Source: an optimization exercise on an open RTL-to-GDS flow (aim: small area, a short achievable clock period and few clock cycles per item). Production flows keep margins and buffers that such runs may drop.
The RTL was checked by simulation tests, not by an equivalence proof against the original design.
No activity file was given, so power comes from the tool's default toggle rates.

Setup of main:
==> flow/design.v (excerpt) <==
module enigma_top #(
    parameter int SYM_W = enigma_sym_pkg::SYM_W
) (
    input  logic                         clk,
    input  logic                         srst_n,
    input  logic                         load_i,
    input  logic                         encrypt_i,
    input  enigma_ctrl_pkg::crypt_mode_t crypt_mode_i,
    input  enigma_ctrl_pkg::table_sel_t  table_sel_i,
    input  enigma_sym_pkg::sym_t         code_i,
    output enigma_sym_pkg::sym_t         code_o,
    output logic                         code_valid_o
);
==> flow/config.mk <==
export PLATFORM = sky130hd
export DESIGN_NAME = enigma_top
export DESIGN_NICKNAME = enigma_top
export VERILOG_FILES = /design/flow/design.v
export SDC_FILE = /design/flow/constraint.sdc
export NUM_CORES = 4
export LEC_CHECK = 0
export ABC_AREA = 1
export CAP_MARGIN = 20
export CORE_MARGIN = 2
export CORE_UTILIZATION = 65
export SETUP_SLACK_MARGIN = 5
export SLEW_MARGIN = 20
==> flow/constraint.sdc <==
create_clock -name core_clock -period 15.0 [get_ports {clk}]
set_input_delay 3.0000 -clock core_clock [delete_from_list [all_inputs] [get_ports {clk}]]
set_output_delay 3.0000 -clock core_clock [all_outputs]
set_load 0.01 [all_outputs]
standard.sh (not shown) runs the stock make flow with config.mk's settings and CLKGATE_MAP_FILE= SYNTH_SCRIPT=/design/flow/synth_recipe.tcl, a recipe that flattens the netlist after the stock synthesis.
==> flow/flow/run.sh <==
#!/bin/bash
set -euo pipefail
MARGIN=10.9
CTS="-sink_clustering_enable -repair_clock_nets -sink_clustering_size 30 -sink_clustering_max_diameter 80 -dont_use_dummy_load -root_buf sky130_fd_sc_hd__clkbuf_16 -buf_list sky130_fd_sc_hd__clkbuf_16"
sed -e "s/SETUP_SLACK_MARGIN=5 /SETUP_SLACK_MARGIN=${MARGIN} 'CTS_ARGS=${CTS}' /" standard.sh > standard_tuned.sh
grep -q "SETUP_SLACK_MARGIN=${MARGIN} 'CTS_ARGS=" standard_tuned.sh
bash standard_tuned.sh > layout.log 2>&1
main has completed all stages; timing, DRC and antenna checks passed.
Testbench counts of main, summed over its fixed seeds: cycles 7,272, symbols 7,200.
> inputs changed (main -> the feature branch)
diff --git a/flow/flow/run.sh b/flow/flow/run.sh
--- a/flow/flow/run.sh
+++ b/flow/flow/run.sh
@@ -3 +3 @@
-MARGIN=10.9
+MARGIN=11.0
[summary]
The feature branch: PASS, flow complete, no timing, DRC or antenna violations. Of main and the feature branch, the run reporting the higher total routed wire length on the met1 layer was main. | number of nets in the layout | the feature branch vs main | about 0.4% higher |. main → the feature branch: tapcell count neither gained nor lost much, initial antenna violation count has increased, flip-flop and latch area saw little to no change.

========
## lane 5
Another version of the RTL of enigma_top (not shown whole).
For scale: about 870 flip-flops, roughly 20 I/O pins.
// enigma_top
module enigma_top #(
    parameter int SYM_W = enigma_sym_pkg::SYM_W
) (
    input  logic                         clk,
    input  logic                         srst_n,
    input  logic                         load_i,
    input  logic                         encrypt_i,
    input  enigma_ctrl_pkg::crypt_mode_t crypt_mode_i,
    input  enigma_ctrl_pkg::table_sel_t  table_sel_i,
    input  enigma_sym_pkg::sym_t         code_i,
    output enigma_sym_pkg::sym_t         code_o,
    output logic                         code_valid_o
);
    logic                 wr_en_a;
    logic                 wr_en_b;
    enigma_sym_pkg::sym_t wr_addr;
    logic                 accept;
    enigma_ctrl ctrl_i (
        .clk         (clk),
        .srst_n      (srst_n),
        .load_i      (load_i),
        .encrypt_i   (encrypt_i),
        .table_sel_i (table_sel_i),
        .wr_en_a_o   (wr_en_a),
        .wr_en_b_o   (wr_en_b),
        .wr_addr_o   (wr_addr),
        .accept_o    (accept)
    );
    scramble_path #(
        .SYM_W (SYM_W)
    ) path_i (
        .clk          (clk),
        .srst_n       (srst_n),
        .accept_i     (accept),
        .code_i       (code_i),
        .crypt_mode_i (crypt_mode_i),
        .wr_en_a_i    (wr_en_a),
  ...
==> flow/config.mk <==
export PLATFORM = sky130hd
export DESIGN_NAME = enigma_top
export DESIGN_NICKNAME = enigma_top
export VERILOG_FILES = /design/flow/design.v
export SDC_FILE = /design/flow/constraint.sdc
export NUM_CORES = 4
export LEC_CHECK = 0
export ABC_AREA = 1
export CAP_MARGIN = 20
export CORE_MARGIN = 2
export CORE_UTILIZATION = 65
export SETUP_SLACK_MARGIN = 5
export SLEW_MARGIN = 20
==> flow/constraint.sdc <==
create_clock -name core_clock -period 15.0 [get_ports {clk}]
set_input_delay 3.0000 -clock core_clock [delete_from_list [all_inputs] [get_ports {clk}]]
set_output_delay 3.0000 -clock core_clock [all_outputs]
set_load 0.01 [all_outputs]
==> flow/flow/run.sh <==
#!/bin/bash
set -euo pipefail
MARGIN=11.0
CTS="-sink_clustering_enable -repair_clock_nets -sink_clustering_size 24 -sink_clustering_max_diameter 60 -dont_use_dummy_load -root_buf sky130_fd_sc_hd__clkbuf_16 -buf_list sky130_fd_sc_hd__clkbuf_16"
sed -e "s/SETUP_SLACK_MARGIN=5 /SETUP_SLACK_MARGIN=${MARGIN} 'CTS_ARGS=${CTS}' /" standard.sh > standard_tuned.sh
grep -q "SETUP_SLACK_MARGIN=${MARGIN} 'CTS_ARGS=" standard_tuned.sh
bash standard_tuned.sh > layout.log 2>&1
Testbench counts of lane 5, summed over its fixed seeds: cycles 7,272, symbols 7,200.
#### Input delta (lane 4 over lane 5)
==> flow/flow/run.sh <==
#!/bin/bash
set -euo pipefail
MARGIN=10.8
CTS="-sink_clustering_enable -repair_clock_nets -sink_clustering_size 30 -sink_clustering_max_diameter 80 -dont_use_dummy_load -root_buf sky130_fd_sc_hd__clkbuf_16 -buf_list sky130_fd_sc_hd__clkbuf_16"
sed -e "s/SETUP_SLACK_MARGIN=5 /SETUP_SLACK_MARGIN=${MARGIN} 'CTS_ARGS=${CTS}' /" standard.sh > standard_tuned.sh
grep -q "SETUP_SLACK_MARGIN=${MARGIN} 'CTS_ARGS=" standard_tuned.sh
bash standard_tuned.sh > layout.log 2>&1
==> run summary <==
The faster design of the two is lane 5; lane 4 tops out lower. NOTE: design area in lane 4 falls short of that of lane 5. Against lane 5 as the reference, lane 4 delivers a lower clock tree cell share of total cell area. Lane 5 → lane 4: final total power down 0.82 mW; fraction of final layout cells sized beyond drive strength 1 down 1.4 points.

==> re-timing with driven ports <==
How much do the figures lean on ideal ports? The routed layouts below were timed once more, with nothing changed but the port constraints. Step 1 (the two cells are an assumption about what drives the block):
set clk [get_ports {clk}]
set_driving_cell -lib_cell sky130_fd_sc_hd__clkbuf_16 $clk
set_driving_cell -lib_cell sky130_fd_sc_hd__buf_2 [delete_from_list [all_inputs] $clk]
Step 2, shift: input delay + t, output delay - t, t = (earliest + latest rising clock arrival at the registers) / 2. This alone moves slack from input paths to output paths. Slacks: ideal ports / drivers / drivers and shift; pairs: ideal ports / drivers.
run | t, ns | setup slack, ns | hold slack, ns | clock arrival spread, ns | worst register clock-pin slew, ns
main | 0.690 | 10.668 / 10.668 / 10.382 | 0.346 / 0.346 / 0.346 | 0.081 / 0.081 | 0.12 / 0.12
the feature branch | 0.689 | 10.892 / 10.844 / 10.379 | 0.351 / 0.351 / 0.351 | 0.089 / 0.089 | 0.12 / 0.12
lane 5 | 0.678 | 10.940 / 10.870 / 10.435 | 0.345 / 0.345 / 0.345 | 0.089 / 0.088 | 0.09 / 0.09
lane 4 | 0.683 | 10.812 / 10.748 / 10.286 | 0.352 / 0.352 / 0.352 | 0.067 / 0.068 | 0.12 / 0.12
After both steps every run listed still meets setup and hold. The setup slack of lane 4, which loses most, moves by -0.064 ns with the drivers and by -0.526 ns with both steps.
